Source: an optimization exercise on an open RTL-to-GDS flow (aim: small area and a short achievable clock period). Production flows keep margins and buffers that such runs may drop. Where RTL was checked, it was by simulation tests only, not by an equivalence proof against the original. Power figures rest on the tool's default switching activity, not on a simulated workload.

Setup of the previous run:
==> module nmr_acq_capture, before the edit <==
module nmr_acq_capture (
  input  logic        CLK,
  input  logic        RESET,
  input  logic        ADC_CLK,
  input  logic [15:0] ADC_DATA,
  input  logic        FSMSTAT,
  input  logic        ACQ_WND,
  input  logic [31:0] SAMPLES_PER_ECHO,
  output logic [31:0] M_DATA,
  output logic        M_VALID,
  input  logic        M_READY,
  output logic [31:0] ECHO_CNT,
  output logic [31:0] WORD_CNT,
  output logic        OVERFLOW,
  output logic        BUSY
);
  logic        busy_q, armed_q, capt_q, flush_q, waitlo_q;
  logic        adc_d;
  logic        pending_q;
  logic [31:0] rem_q;
  logic        unlim_q;
  logic        push_vld_q;
  logic [31:0] echo_q;
  logic [31:0] word_q;
  logic        ovf_q;
  logic [6:0]  cnt_q;
  logic        valid_q;    
  logic        ge2_q;      
  logic        full_q;     
  logic [5:0]  wr_q;
  logic [63:0] rd_oh;      
  logic [31:0] head_an_q, head_bn_q;
  logic        idle, start_scan, arm_capt, capt_go, stb, take, last, flush_push;
  logic        pop, push_acc, head_ld, rd_adv;
  logic [63:0] wr_oh, lo_we, hi_we;
  logic [15:0] hi_data;
  logic [31:0] rd_data_a, rd_data_b;
  assign idle       = ~busy_q;
  assign stb        = ADC_CLK & ~adc_d;
  assign start_scan = idle & FSMSTAT;
  assign arm_capt   = armed_q & ACQ_WND;
  assign capt_go    = capt_q & ACQ_WND & FSMSTAT;
  assign take       = capt_go & stb;
  assign last       = take & ~unlim_q & (rem_q == 32'd1);
  assign flush_push = flush_q & pending_q;
  logic [31:0] rem_flip, echo_flip, word_flip;
  assign rem_flip  = rem_q  ^ (rem_q  - 32'd1);
  assign echo_flip = echo_q ^ (echo_q + 32'd1);
  assign word_flip = word_q ^ (word_q + 32'd1);
  always_ff @(posedge CLK or posedge RESET) begin
    if (RESET) begin
      busy_q   <= 1'b0;
      armed_q  <= 1'b0;
      capt_q   <= 1'b0;
      flush_q  <= 1'b0;
      waitlo_q <= 1'b0;
    end else begin
      busy_q   <= ~((idle & ~FSMSTAT) |
                    (armed_q & ~ACQ_WND & ~FSMSTAT) |
                    (waitlo_q & ACQ_WND & ~FSMSTAT));
      armed_q  <= start_scan |
                  (armed_q & ~ACQ_WND & FSMSTAT) |
                  (flush_q & ~ACQ_WND) |
                  (waitlo_q & ~ACQ_WND);
      capt_q   <= arm_capt | (capt_go & ~last);
      flush_q  <= (capt_q & ~capt_go) | last;
      waitlo_q <= (flush_q & ACQ_WND) | (waitlo_q & ACQ_WND & FSMSTAT);
    end
  end
  always_ff @(posedge CLK) begin
    adc_d <= ADC_CLK;
    rem_q <= arm_capt ? SAMPLES_PER_ECHO : rem_q ^ (rem_flip & {32{take}});
    if (arm_capt) unlim_q <= (SAMPLES_PER_ECHO == 32'd0);
  end
  always_ff @(posedge CLK or posedge RESET) begin
    if (RESET) begin
      pending_q  <= 1'b0;
      push_vld_q <= 1'b0;
      echo_q     <= '0;
      word_q     <= '0;
      ovf_q      <= 1'b0;
    end else begin
      push_vld_q <= (take & pending_q) | flush_push;
      if (take)            pending_q <= ~pending_q;
      else if (flush_push) pending_q <= 1'b0;
      echo_q <= start_scan ? '0 : echo_q ^ (echo_flip & {32{flush_q}});
      word_q <= start_scan ? '0 : word_q ^ (word_flip & {32{push_acc}});
      if (start_scan)                  ovf_q <= 1'b0;
      else if (push_vld_q & ~push_acc) ovf_q <= 1'b1;
    end
  end
  assign pop      = valid_q & M_READY;
  assign push_acc = push_vld_q & (~full_q | pop);
  assign head_ld  = ~valid_q | pop;
  assign rd_adv   = head_ld & (ge2_q | push_acc);
  always_comb begin
    for (int i = 0; i < 64; i++) wr_oh[i] = (wr_q == 6'(i));
  end
  assign lo_we   = wr_oh & {64{~pending_q & ~push_vld_q}};
  assign hi_we   = wr_oh & {64{pending_q}};
  assign hi_data = ADC_DATA & {16{~flush_q}};
  nmr_sync_fifo u_fifo (
    .CLK     (CLK),
    .lo_we   (lo_we),
    .hi_we   (hi_we),
    .lo_data (ADC_DATA),
    .hi_data (hi_data),
    .rd_sel  (rd_oh),
    .rd_data_a (rd_data_a),
    .rd_data_b (rd_data_b)
  );
  always_ff @(posedge CLK or posedge RESET) begin
    if (RESET) begin
      head_an_q <= '0;
      head_bn_q <= '0;
    end else if (head_ld) begin
      head_an_q <= ~rd_data_a;
      head_bn_q <= ~rd_data_b;
    end
  end
  logic       inc, dec;
  logic [6:0] cnt_p1, cnt_m1;
  logic       ge3, eq63;
  assign inc    = push_acc & ~pop;
  assign dec    = pop & ~push_acc;
  assign cnt_p1 = cnt_q + 7'd1;
  assign cnt_m1 = cnt_q - 7'd1;
  assign ge3    = (cnt_q >= 7'd3);
  assign eq63   = (cnt_q == 7'd63);
  always_ff @(posedge CLK or posedge RESET) begin
    if (RESET) begin
      wr_q    <= '0;
      rd_oh   <= 64'd1;
      cnt_q   <= '0;
      valid_q <= 1'b0;
      ge2_q   <= 1'b0;
      full_q  <= 1'b0;
    end else begin
      if (push_acc) wr_q <= wr_q + 6'd1;
      if (rd_adv)   rd_oh <= {rd_oh[62:0], rd_oh[63]};
      cnt_q   <= cnt_q ^ ((cnt_q ^ cnt_p1) & {7{inc}}) ^ ((cnt_q ^ cnt_m1) & {7{dec}});
      valid_q <= inc | (dec ? ge2_q : valid_q);
      ge2_q   <= inc ? valid_q : (dec ? ge3 : ge2_q);
      full_q  <= inc ? eq63 : (dec ? 1'b0 : full_q);
    end
  end
  assign M_DATA   = ~(head_an_q & head_bn_q);
  assign M_VALID  = valid_q;
  assign ECHO_CNT = echo_q;
  assign WORD_CNT = word_q;
  assign OVERFLOW = ovf_q;
  assign BUSY     = busy_q;
endmodule
Settings: LEC_CHECK=0, CAP_MARGIN=20, CORE_MARGIN=2, CORE_UTILIZATION=40, CTS_CLUSTER_DIAMETER=80, CTS_CLUSTER_SIZE=24, SETUP_SLACK_MARGIN=4.2, SLEW_MARGIN=20; clock period 7.0 ns.
standard.sh (not shown) runs the stock make flow with config.mk's settings and CLKGATE_MAP_FILE= SYNTH_SCRIPT=/design/flow/synth_recipe.tcl, a recipe that flattens the netlist after the stock synthesis.
==> flow/flow/run.sh <==
#!/bin/bash
# Own flow: the standard layout (standard.sh, unchanged synthesis), with
# the port buffers made of buf_4 cells instead of the library's default pick,
# and the resizer free to change a cell's footprint when it sizes it.
set -euo pipefail
bash standard.sh \
  BUFFER_PORTS_ARGS="-buffer_cell sky130_fd_sc_hd__buf_4" \
  MATCH_CELL_FOOTPRINT=0 \
  finish > standard.log 2>&1
#### Input delta (the current run over the previous run)
diff --git a/flow/design.v b/flow/design.v
--- a/flow/design.v
+++ b/flow/design.v
@@ -70,16 +70,12 @@
   assign start_scan = idle & FSMSTAT;
   assign arm_capt   = armed_q & ACQ_WND;
   assign capt_go    = capt_q & ACQ_WND & FSMSTAT;
   assign take       = capt_go & stb;
   assign last       = take & ~unlim_q & (rem_q == 32'd1);
   assign flush_push = flush_q & pending_q;
-  logic [31:0] rem_flip, echo_flip, word_flip;
-  assign rem_flip  = rem_q  ^ (rem_q  - 32'd1);
-  assign echo_flip = echo_q ^ (echo_q + 32'd1);
-  assign word_flip = word_q ^ (word_q + 32'd1);
   always_ff @(posedge CLK or posedge RESET) begin
     if (RESET) begin
       busy_q   <= 1'b0;
       armed_q  <= 1'b0;
       capt_q   <= 1'b0;
       flush_q  <= 1'b0;
@@ -96,13 +92,13 @@
       flush_q  <= (capt_q & ~capt_go) | last;
       waitlo_q <= (flush_q & ACQ_WND) | (waitlo_q & ACQ_WND & FSMSTAT);
     end
   end
   always_ff @(posedge CLK) begin
     adc_d <= ADC_CLK;
-    rem_q <= arm_capt ? SAMPLES_PER_ECHO : rem_q ^ (rem_flip & {32{take}});
+    rem_q <= arm_capt ? SAMPLES_PER_ECHO : rem_q - {31'd0, take};
     if (arm_capt) unlim_q <= (SAMPLES_PER_ECHO == 32'd0);
   end
   always_ff @(posedge CLK or posedge RESET) begin
     if (RESET) begin
       pending_q  <= 1'b0;
       push_vld_q <= 1'b0;
@@ -110,14 +106,14 @@
       word_q     <= '0;
       ovf_q      <= 1'b0;
     end else begin
       push_vld_q <= (take & pending_q) | flush_push;
       if (take)            pending_q <= ~pending_q;
       else if (flush_push) pending_q <= 1'b0;
-      echo_q <= start_scan ? '0 : echo_q ^ (echo_flip & {32{flush_q}});
-      word_q <= start_scan ? '0 : word_q ^ (word_flip & {32{push_acc}});
+      echo_q <= start_scan ? '0 : echo_q + {31'd0, flush_q};
+      word_q <= start_scan ? '0 : word_q + {31'd0, push_acc};
       if (start_scan)                  ovf_q <= 1'b0;
       else if (push_vld_q & ~push_acc) ovf_q <= 1'b1;
     end
   end
   assign pop      = valid_q & M_READY;
   assign push_acc = push_vld_q & (~full_q | pop);
@@ -145,36 +141,36 @@
       head_bn_q <= '0;
     end else if (head_ld) begin
       head_an_q <= ~rd_data_a;
       head_bn_q <= ~rd_data_b;
     end
   end
-  logic       inc, dec;
-  logic [6:0] cnt_p1, cnt_m1;
-  logic       ge3, eq63;
-  assign inc    = push_acc & ~pop;
-  assign dec    = pop & ~push_acc;
-  assign cnt_p1 = cnt_q + 7'd1;
-  assign cnt_m1 = cnt_q - 7'd1;
-  assign ge3    = (cnt_q >= 7'd3);
-  assign eq63   = (cnt_q == 7'd63);
+  logic [6:0] cnt_d;
+  always_comb begin
+    cnt_d = cnt_q;
+    case ({push_acc, pop})
+      2'b10:   cnt_d = cnt_q + 7'd1;
+      2'b01:   cnt_d = cnt_q - 7'd1;
+      default: cnt_d = cnt_q;
+    endcase
+  end
   always_ff @(posedge CLK or posedge RESET) begin
     if (RESET) begin
       wr_q    <= '0;
       rd_oh   <= 64'd1;
       cnt_q   <= '0;
       valid_q <= 1'b0;
       ge2_q   <= 1'b0;
       full_q  <= 1'b0;
     end else begin
       if (push_acc) wr_q <= wr_q + 6'd1;
       if (rd_adv)   rd_oh <= {rd_oh[62:0], rd_oh[63]};
-      cnt_q   <= cnt_q ^ ((cnt_q ^ cnt_p1) & {7{inc}}) ^ ((cnt_q ^ cnt_m1) & {7{dec}});
-      valid_q <= inc | (dec ? ge2_q : valid_q);
-      ge2_q   <= inc ? valid_q : (dec ? ge3 : ge2_q);
-      full_q  <= inc ? eq63 : (dec ? 1'b0 : full_q);
+      cnt_q   <= cnt_d;
+      valid_q <= (cnt_d != 7'd0);
+      ge2_q   <= (cnt_d >= 7'd2);
+      full_q  <= (cnt_d == 7'd64);
     end
   end
   assign M_DATA   = ~(head_an_q & head_bn_q);
   assign M_VALID  = valid_q;
   assign ECHO_CNT = echo_q;
   assign WORD_CNT = word_q;
## What came out
From the previous run to the current run the numbers moved as follows: synthesized cell count increased by about 0.33% relative to the old numbers, share of cell area taken by multi-input logic gates increased by 0.32 points relative to the old numbers, number of port buffers closely matched the old numbers, fraction of final layout cells with drive strength greater than 1 increased by 0.41 points relative to the old numbers, total area of sequential cells decreased by about 0.46% relative to the old numbers. Looking at first-iteration DRC count, the current run sits about 1.4% lower than the previous run does. Mean instance size in the synthesized netlist shrinks slightly when moving from the previous run to the current run. Looking at the previous run and the current run, the signal arrival time at the worst endpoint is a wash.
For the previous run, only the layout was checked, not whether the RTL still works.

========
The RTL this note starts from:
==> flow/design.v <==
package nmr_acq_pkg;
  localparam int SAMPLE_SLOT_W = 16;
endpackage
module nmr_sync_fifo (
  input  logic        CLK,
  input  logic [63:0] lo_we,
  input  logic [63:0] hi_we,
  input  logic [15:0] lo_data,
  input  logic [15:0] hi_data,
  input  logic [63:0] rd_sel,
  output logic [31:0] rd_data_a,
  output logic [31:0] rd_data_b
);
  logic [15:0] mem_lo [64];
  logic [15:0] mem_hi [64];
  always_ff @(posedge CLK) begin
    for (int i = 0; i < 64; i++) begin
      if (lo_we[i]) mem_lo[i] <= lo_data;
      if (hi_we[i]) mem_hi[i] <= hi_data;
    end
  end
  always_comb begin
    rd_data_a = '0;
    rd_data_b = '0;
    for (int i = 0; i < 32; i++) begin
      rd_data_a = rd_data_a | ({mem_hi[i],    mem_lo[i]}    & {32{rd_sel[i]}});
      rd_data_b = rd_data_b | ({mem_hi[i+32], mem_lo[i+32]} & {32{rd_sel[i+32]}});
    end
  end
endmodule
module nmr_acq_capture (
  input  logic        CLK,
  input  logic        RESET,
  input  logic        ADC_CLK,
  input  logic [15:0] ADC_DATA,
  input  logic        FSMSTAT,
  input  logic        ACQ_WND,
  input  logic [31:0] SAMPLES_PER_ECHO,
  output logic [31:0] M_DATA,
  output logic        M_VALID,
  input  logic        M_READY,
  output logic [31:0] ECHO_CNT,
  output logic [31:0] WORD_CNT,
  output logic        OVERFLOW,
  output logic        BUSY
);
  logic        busy_q, armed_q, capt_q, flush_q, waitlo_q;
  logic        adc_d;
  logic        pending_q;
  logic [31:0] rem_q;
  logic        unlim_q;
  logic        push_vld_q;
  logic [31:0] echo_q;
  logic [31:0] word_q;
  logic        ovf_q;
  logic [6:0]  cnt_q;
  logic        valid_q;    
  logic        ge2_q;      
  logic        full_q;     
  logic [5:0]  wr_q;
  logic [63:0] rd_oh;      
  logic [31:0] head_q;
  logic        idle, start_scan, arm_capt, capt_go, stb, take, last, flush_push;
  logic        pop, push_acc, head_ld, rd_adv;
  logic [63:0] wr_oh, lo_we, hi_we;
  logic [15:0] hi_data;
  logic [31:0] rd_data_a, rd_data_b;
  assign idle       = ~busy_q;
  assign stb        = ADC_CLK & ~adc_d;
  assign start_scan = idle & FSMSTAT;
  assign arm_capt   = armed_q & ACQ_WND;
  assign capt_go    = capt_q & ACQ_WND & FSMSTAT;
  assign take       = capt_go & stb;
  assign last       = take & ~unlim_q & (rem_q == 32'd1);
  assign flush_push = flush_q & pending_q;
  logic [31:0] rem_flip, echo_flip, word_flip;
  assign rem_flip  = rem_q  ^ (rem_q  - 32'd1);
  assign echo_flip = echo_q ^ (echo_q + 32'd1);
  assign word_flip = word_q ^ (word_q + 32'd1);
  always_ff @(posedge CLK or posedge RESET) begin
    if (RESET) begin
      busy_q   <= 1'b0;
      armed_q  <= 1'b0;
      capt_q   <= 1'b0;
      flush_q  <= 1'b0;
      waitlo_q <= 1'b0;
    end else begin
      busy_q   <= ~((idle & ~FSMSTAT) |
                    (armed_q & ~ACQ_WND & ~FSMSTAT) |
                    (waitlo_q & ACQ_WND & ~FSMSTAT));
      armed_q  <= start_scan |
                  (armed_q & ~ACQ_WND & FSMSTAT) |
                  (flush_q & ~ACQ_WND) |
                  (waitlo_q & ~ACQ_WND);
      capt_q   <= arm_capt | (capt_go & ~last);
      flush_q  <= (capt_q & ~capt_go) | last;
      waitlo_q <= (flush_q & ACQ_WND) | (waitlo_q & ACQ_WND & FSMSTAT);
    end
  end
  always_ff @(posedge CLK) begin
    adc_d <= ADC_CLK;
    rem_q <= arm_capt ? SAMPLES_PER_ECHO : rem_q ^ (rem_flip & {32{take}});
    if (arm_capt) unlim_q <= (SAMPLES_PER_ECHO == 32'd0);
  end
  always_ff @(posedge CLK or posedge RESET) begin
    if (RESET) begin
      pending_q  <= 1'b0;
      push_vld_q <= 1'b0;
      echo_q     <= '0;
      word_q     <= '0;
      ovf_q      <= 1'b0;
    end else begin
      push_vld_q <= (take & pending_q) | flush_push;
      if (take)            pending_q <= ~pending_q;
      else if (flush_push) pending_q <= 1'b0;
      echo_q <= start_scan ? '0 : echo_q ^ (echo_flip & {32{flush_q}});
      word_q <= start_scan ? '0 : word_q ^ (word_flip & {32{push_acc}});
      if (start_scan)                  ovf_q <= 1'b0;
      else if (push_vld_q & ~push_acc) ovf_q <= 1'b1;
    end
  end
  assign pop      = valid_q & M_READY;
  assign push_acc = push_vld_q & (~full_q | pop);
  assign head_ld  = ~valid_q | pop;
  assign rd_adv   = head_ld & (ge2_q | push_acc);
  always_comb begin
    for (int i = 0; i < 64; i++) wr_oh[i] = (wr_q == 6'(i));
  end
  assign lo_we   = wr_oh & {64{~pending_q & ~push_vld_q}};
  assign hi_we   = wr_oh & {64{pending_q}};
  assign hi_data = ADC_DATA & {16{~flush_q}};
  nmr_sync_fifo u_fifo (
    .CLK     (CLK),
    .lo_we   (lo_we),
    .hi_we   (hi_we),
    .lo_data (ADC_DATA),
    .hi_data (hi_data),
    .rd_sel  (rd_oh),
    .rd_data_a (rd_data_a),
    .rd_data_b (rd_data_b)
  );
  always_ff @(posedge CLK or posedge RESET) begin
    if (RESET)        head_q <= '0;
    else if (head_ld) head_q <= rd_data_a | rd_data_b;
  end
  logic       inc, dec;
  logic [6:0] cnt_p1, cnt_m1;
  logic       ge3, eq63;
  assign inc    = push_acc & ~pop;
  assign dec    = pop & ~push_acc;
  assign cnt_p1 = cnt_q + 7'd1;
  assign cnt_m1 = cnt_q - 7'd1;
  assign ge3    = (cnt_q >= 7'd3);
  assign eq63   = (cnt_q == 7'd63);
  always_ff @(posedge CLK or posedge RESET) begin
    if (RESET) begin
      wr_q    <= '0;
      rd_oh   <= 64'd1;
      cnt_q   <= '0;
      valid_q <= 1'b0;
      ge2_q   <= 1'b0;
      full_q  <= 1'b0;
    end else begin
      if (push_acc) wr_q <= wr_q + 6'd1;
      if (rd_adv)   rd_oh <= {rd_oh[62:0], rd_oh[63]};
      cnt_q   <= cnt_q ^ ((cnt_q ^ cnt_p1) & {7{inc}}) ^ ((cnt_q ^ cnt_m1) & {7{dec}});
      valid_q <= inc | (dec ? ge2_q : valid_q);
      ge2_q   <= inc ? valid_q : (dec ? ge3 : ge2_q);
      full_q  <= inc ? eq63 : (dec ? 1'b0 : full_q);
    end
  end
  assign M_DATA   = head_q;
  assign M_VALID  = valid_q;
  assign ECHO_CNT = echo_q;
  assign WORD_CNT = word_q;
  assign OVERFLOW = ovf_q;
  assign BUSY     = busy_q;
endmodule
Settings: LEC_CHECK=0, CAP_MARGIN=20, CORE_MARGIN=2, CORE_UTILIZATION=40, CTS_CLUSTER_DIAMETER=80, CTS_CLUSTER_SIZE=24, SETUP_SLACK_MARGIN=4.3, SLEW_MARGIN=20; clock period 7.0 ns.
Scripts as last shown in full above: flow/flow/run.sh
The first run finished with timing, DRC and antenna clean.
Next try:
--- a/flow/design.v
+++ b/flow/design.v
@@ -57,11 +57,11 @@
   logic        valid_q;    
   logic        ge2_q;      
   logic        full_q;     
   logic [5:0]  wr_q;
   logic [63:0] rd_oh;      
-  logic [31:0] head_q;
+  logic [31:0] head_an_q, head_bn_q;
   logic        idle, start_scan, arm_capt, capt_go, stb, take, last, flush_push;
   logic        pop, push_acc, head_ld, rd_adv;
   logic [63:0] wr_oh, lo_we, hi_we;
   logic [15:0] hi_data;
   logic [31:0] rd_data_a, rd_data_b;
@@ -71,14 +71,10 @@
   assign arm_capt   = armed_q & ACQ_WND;
   assign capt_go    = capt_q & ACQ_WND & FSMSTAT;
   assign take       = capt_go & stb;
   assign last       = take & ~unlim_q & (rem_q == 32'd1);
   assign flush_push = flush_q & pending_q;
-  logic [31:0] rem_flip, echo_flip, word_flip;
-  assign rem_flip  = rem_q  ^ (rem_q  - 32'd1);
-  assign echo_flip = echo_q ^ (echo_q + 32'd1);
-  assign word_flip = word_q ^ (word_q + 32'd1);
   always_ff @(posedge CLK or posedge RESET) begin
     if (RESET) begin
       busy_q   <= 1'b0;
       armed_q  <= 1'b0;
       capt_q   <= 1'b0;
@@ -97,11 +93,11 @@
       waitlo_q <= (flush_q & ACQ_WND) | (waitlo_q & ACQ_WND & FSMSTAT);
     end
   end
   always_ff @(posedge CLK) begin
     adc_d <= ADC_CLK;
-    rem_q <= arm_capt ? SAMPLES_PER_ECHO : rem_q ^ (rem_flip & {32{take}});
+    rem_q <= arm_capt ? SAMPLES_PER_ECHO : rem_q - {31'd0, take};
     if (arm_capt) unlim_q <= (SAMPLES_PER_ECHO == 32'd0);
   end
   always_ff @(posedge CLK or posedge RESET) begin
     if (RESET) begin
       pending_q  <= 1'b0;
@@ -111,12 +107,12 @@
       ovf_q      <= 1'b0;
     end else begin
       push_vld_q <= (take & pending_q) | flush_push;
       if (take)            pending_q <= ~pending_q;
       else if (flush_push) pending_q <= 1'b0;
-      echo_q <= start_scan ? '0 : echo_q ^ (echo_flip & {32{flush_q}});
-      word_q <= start_scan ? '0 : word_q ^ (word_flip & {32{push_acc}});
+      echo_q <= start_scan ? '0 : echo_q + {31'd0, flush_q};
+      word_q <= start_scan ? '0 : word_q + {31'd0, push_acc};
       if (start_scan)                  ovf_q <= 1'b0;
       else if (push_vld_q & ~push_acc) ovf_q <= 1'b1;
     end
   end
   assign pop      = valid_q & M_READY;
@@ -138,22 +134,27 @@
     .rd_sel  (rd_oh),
     .rd_data_a (rd_data_a),
     .rd_data_b (rd_data_b)
   );
   always_ff @(posedge CLK or posedge RESET) begin
-    if (RESET)        head_q <= '0;
-    else if (head_ld) head_q <= rd_data_a | rd_data_b;
+    if (RESET) begin
+      head_an_q <= '1;
+      head_bn_q <= '1;
+    end else if (head_ld) begin
+      head_an_q <= ~rd_data_a;
+      head_bn_q <= ~rd_data_b;
+    end
   end
-  logic       inc, dec;
-  logic [6:0] cnt_p1, cnt_m1;
-  logic       ge3, eq63;
-  assign inc    = push_acc & ~pop;
-  assign dec    = pop & ~push_acc;
-  assign cnt_p1 = cnt_q + 7'd1;
-  assign cnt_m1 = cnt_q - 7'd1;
-  assign ge3    = (cnt_q >= 7'd3);
-  assign eq63   = (cnt_q == 7'd63);
+  logic [6:0] cnt_d;
+  always_comb begin
+    cnt_d = cnt_q;
+    case ({push_acc, pop})
+      2'b10:   cnt_d = cnt_q + 7'd1;
+      2'b01:   cnt_d = cnt_q - 7'd1;
+      default: cnt_d = cnt_q;
+    endcase
+  end
   always_ff @(posedge CLK or posedge RESET) begin
     if (RESET) begin
       wr_q    <= '0;
       rd_oh   <= 64'd1;
       cnt_q   <= '0;
@@ -161,17 +162,17 @@
       ge2_q   <= 1'b0;
       full_q  <= 1'b0;
     end else begin
       if (push_acc) wr_q <= wr_q + 6'd1;
       if (rd_adv)   rd_oh <= {rd_oh[62:0], rd_oh[63]};
-      cnt_q   <= cnt_q ^ ((cnt_q ^ cnt_p1) & {7{inc}}) ^ ((cnt_q ^ cnt_m1) & {7{dec}});
-      valid_q <= inc | (dec ? ge2_q : valid_q);
-      ge2_q   <= inc ? valid_q : (dec ? ge3 : ge2_q);
-      full_q  <= inc ? eq63 : (dec ? 1'b0 : full_q);
+      cnt_q   <= cnt_d;
+      valid_q <= (cnt_d != 7'd0);
+      ge2_q   <= (cnt_d >= 7'd2);
+      full_q  <= (cnt_d == 7'd64);
     end
   end
-  assign M_DATA   = head_q;
+  assign M_DATA   = ~(head_an_q & head_bn_q);
   assign M_VALID  = valid_q;
   assign ECHO_CNT = echo_q;
   assign WORD_CNT = word_q;
   assign OVERFLOW = ovf_q;
   assign BUSY     = busy_q;
Die area went up by 1.0%.
Wire length shrinks by 18%.
Power is higher by 3.3%.
Cell area climbs by 2.4%.
Clock skew went down by 0.059 ns.
Fmax decreases by 7.3%.
Synthesized cell count climbs by 1.4%.
Hold slack improved by 0.016 ns.
Combinational power goes up by 19%.
Core utilization goes up by 0.60 points.
Sequential share of layout area shrinks by 1.2 points.
Non-clock buffer count went up by 20.
Function not checked in the second run of this note: the RTL went through the layout flow alone.

[separate check: timing with driven ports]
In the flow no input, the clock included, has a driving cell. The finished layouts below were timed again as built, in two steps.
Step 1 assumes that a clkbuf_16 drives the clock port and a buf_2 every other input.
Step 2, shift: input delay + t, output delay - t, t = (earliest + latest rising clock arrival at the registers) / 2. This alone moves slack from input paths to output paths.
a / b / c = no drivers / after step 1 / after step 2; a / b = the first two.
run | t, ns | setup WS [ns] | worst setup path after step 2
the previous run | 0.859 | 4.003 / 3.922 / 3.451 | input to register
the current run | 0.863 | 4.012 / 3.926 / 3.241 | input to register
the first run of note 2 | 0.910 | 4.039 / 3.947 / 3.526 | input to register
the second run of note 2 | 0.873 | 3.807 / 3.715 / 3.243 | input to register
After both steps setup and hold are still met in every run listed. For the current run, which loses most, drivers alone change the setup slack by -0.086 ns; drivers and shift together by -0.771 ns.
